This is an optimization exercise on Yosys and OpenROAD, whose aim is small area and a short achievable clock period, not a production implementation. In this exercise RTL edits were held to simulation tests only and were not proved equivalent to the original. Power and IR drop assume default switching activity.

Setup of run A:
Design mul32, start of the top module:
module mul32 (
   input  logic        clk,
   input  logic        rst,
   input  logic        is_signed,
   input  logic [31:0] src,
   input  logic [31:0] sink,
   output logic [63:0] dest
);
   logic [31:0] r_a;
   logic        r_a_s;
   logic [15:0] r_neg, r_one, r_two;
   logic [15:0] r_negn;
   logic [15:0] e_neg, e_one, e_two;
   logic [32:0] e_b;
   assign e_b = {sink, 1'b0};
   always_comb begin
      for (int i = 0; i < 16; i++) begin
         e_neg[i] = e_b[2*i+2] & ~(e_b[2*i+1] & e_b[2*i]);
         e_one[i] = e_b[2*i+1] ^ e_b[2*i];
         e_two[i] = (e_b[2*i+2] & ~e_b[2*i+1] & ~e_b[2*i]) | (~e_b[2*i+2] & e_b[2*i+1] & e_b[2*i]);
      end
   end
   logic        r_b16;
   logic        r_k1, r_k2, r_k3;
   logic [305:0] r2_cs;
   logic [124:0] r3_cs;
   logic [63:0] w_x, w_y, w_sum;
   logic [63:0] r_dest;
   logic x0_0;
   logic x0_1;
   logic x0_2;
   logic x0_3;
   logic x0_4;
   logic x0_5;
   logic x0_6;
   logic x0_7;
   logic x0_8;
   logic x0_9;
   logic x0_10;
   logic x0_11;
   logic x0_12;
   logic x0_13;
   logic x0_14;
   logic x0_15;
   logic x0_16;
   logic x0_17;
   logic x0_18;
   logic x0_19;
   logic x0_20;
   logic x0_21;
   logic x0_22;
   logic x0_23;
   logic x0_24;
   logic x0_25;
   logic x0_26;
   logic x0_27;
   logic x0_28;
   logic x0_29;
   logic x0_30;
   logic x0_31;
   logic x0_32;
   logic pp0_0;
   logic pp0_1;
   logic pp0_2;
   logic pp0_3;
   logic pp0_4;
   logic pp0_5;
   logic pp0_6;
   logic pp0_7;
   logic pp0_8;
   logic pp0_9;
   logic pp0_10;
   logic pp0_11;
   logic pp0_12;
   logic pp0_13;
   logic pp0_14;
   logic pp0_15;
   logic pp0_16;
   logic pp0_17;
   logic pp0_18;
   logic pp0_19;
   logic pp0_20;
   logic pp0_21;
   logic pp0_22;
   logic pp0_23;
   logic pp0_24;
   logic pp0_25;
   logic pp0_26;
   logic pp0_27;
   logic pp0_28;
   logic pp0_29;
   logic pp0_30;
   logic pp0_31;
   logic pp0_32;
   logic pp0_33;
   logic x1_0;
   logic x1_1;
   logic x1_2;
   logic x1_3;
   logic x1_4;
   logic x1_5;
   logic x1_6;
   logic x1_7;
   logic x1_8;
   logic x1_9;
   logic x1_10;
   logic x1_11;
  ...
Size in the first run: about 2900 cells after synthesis, about 130 I/O pins, about 36000 um^2 of cells after synthesis.
Settings: LEC_CHECK=0, CAP_MARGIN=20, CORE_MARGIN=2, CORE_UTILIZATION=40, SETUP_SLACK_MARGIN=4.2, SLEW_MARGIN=20, SYNTH_HIERARCHICAL=1, SYNTH_MINIMUM_KEEP_SIZE=0; clock period 6.5 ns.
run.sh (not shown) runs the stock make flow with config.mk's settings and CLKGATE_MAP_FILE= SYNTH_SCRIPT=/design/flow/synth_recipe.tcl, a recipe that flattens the netlist after the stock synthesis.
Run A reached the final stage; the timing, DRC and antenna checks on its layout passed.
For run B, these inputs were changed with respect to run A:
# run A
export LEC_CHECK = 0
export CAP_MARGIN = 20
export CORE_MARGIN = 2
export CORE_UTILIZATION = 40
export SETUP_SLACK_MARGIN = 4.2
export SLEW_MARGIN = 20
export SYNTH_HIERARCHICAL = 1
export SYNTH_MINIMUM_KEEP_SIZE = 0
create_clock -name core_clock -period 6.5 [get_ports {clk}]
# run B
export LEC_CHECK = 0
export CAP_MARGIN = 5
export CORE_MARGIN = 2
export CORE_UTILIZATION = 40
export CTS_CLUSTER_DIAMETER = 100
export CTS_CLUSTER_SIZE = 25
export SETUP_SLACK_MARGIN = 4.05
export SLEW_MARGIN = 5
export SYNTH_HIERARCHICAL = 1
export SYNTH_MINIMUM_KEEP_SIZE = 0
create_clock -name core_clock -period 6.5 [get_ports {clk}]
==> comparison <==
Diff run A -> run B: post-route fraction of the period consumed by the critical path moved up; minimum hold slack went up.
Run B finished all stages; the layout is clean.
Power ends up higher on run A.
The lower initial antenna violation count came out of run A.
Input changes introduced in run C (baseline for comparison: run B):
# run B
export LEC_CHECK = 0
export CAP_MARGIN = 5
export CORE_MARGIN = 2
export CORE_UTILIZATION = 40
export CTS_CLUSTER_DIAMETER = 100
export CTS_CLUSTER_SIZE = 25
export SETUP_SLACK_MARGIN = 4.05
export SLEW_MARGIN = 5
export SYNTH_HIERARCHICAL = 1
export SYNTH_MINIMUM_KEEP_SIZE = 0
create_clock -name core_clock -period 6.5 [get_ports {clk}]
# run C
export LEC_CHECK = 0
export CAP_MARGIN = 20
export CORE_MARGIN = 2
export CORE_UTILIZATION = 40
export CTS_CLUSTER_DIAMETER = 100
export CTS_CLUSTER_SIZE = 25
export SETUP_SLACK_MARGIN = 4.05
export SLEW_MARGIN = 20
export SYNTH_HIERARCHICAL = 1
export SYNTH_MINIMUM_KEEP_SIZE = 0
create_clock -name core_clock -period 6.5 [get_ports {clk}]
### Flow results
- Initial antenna violation count: run C vs run B identical
- From run B to run C, final cell count without fillers did not move at all.
- Synthesis-to-layout area growth: run B vs run C identical
- There was hardly any difference in non-clock buffer count between run B and run C.
Edits applied to the flow inputs when going from run C to run D:
# run C
export LEC_CHECK = 0
export CAP_MARGIN = 20
export CORE_MARGIN = 2
export CORE_UTILIZATION = 40
export CTS_CLUSTER_DIAMETER = 100
export CTS_CLUSTER_SIZE = 25
export SETUP_SLACK_MARGIN = 4.05
export SLEW_MARGIN = 20
export SYNTH_HIERARCHICAL = 1
export SYNTH_MINIMUM_KEEP_SIZE = 0
create_clock -name core_clock -period 6.5 [get_ports {clk}]
# run D
export LEC_CHECK = 0
export CAP_MARGIN = 20
export CORE_MARGIN = 2
export CORE_UTILIZATION = 40
export SETUP_SLACK_MARGIN = 4.05
export SLEW_MARGIN = 20
export SYNTH_HIERARCHICAL = 1
export SYNTH_MINIMUM_KEEP_SIZE = 0
create_clock -name core_clock -period 6.5 [get_ports {clk}]
==> run notes <==
The run showing the greater detail-routed via count per cell is run C. Run C -> run D: power increased by more than 10%. Compared with run C, run D shows a post-route minimum period that is 0.014 ns lower. Run D can be clocked faster than run C. Run D ended up with sky130_fd_sc_hd__fa_1 as its cell at the slowest stage of the critical path; run C ended up with sky130_fd_sc_hd__dfxtp_4. Relative to run C, the clock group share of total power of run D is higher by 8.2 points. The fraction of layout instances using a drive strength above 1 of run D exceeds that of run C by 2.7 points. Per the comparison of run D with run C, final routed wirelength across all metal layers saw an increase; number of tap cells added at floorplan saw little to no change.

[port drivers added, routing unchanged]
The results above use ideal ports. As a check the final layouts listed here were re-extracted and re-timed, cells and wires unchanged. Step 1, drivers: a clkbuf_16 drives clk and a buf_2 each remaining input, both assumed. Step 2 times the ports against the registers' clock, not the clock port: input delays grow and output delays shrink by t, the midpoint of the rising clock arrivals with the driver on. a / b / c = no drivers / after step 1 / after step 2; a / b = the first two.
run	shift t [ns]	setup slack, ns	hold slack, ns	worst data-port slew with drivers (ns)
run A	0.679	4.099 / 4.038 / 3.814	0.326 / 0.326 / 0.326	0.06
run B	0.687	4.065 / 4.003 / 3.679	0.333 / 0.333 / 0.333	0.05
run C	0.687	4.065 / 4.003 / 3.679	0.333 / 0.333 / 0.333	0.05
run D	0.681	4.080 / 4.023 / 3.667	0.329 / 0.329 / 0.329	0.05
After both steps every run listed still meets setup and hold. The setup slack of run D, which loses most, moves by -0.057 ns with the drivers and by -0.413 ns with both steps.
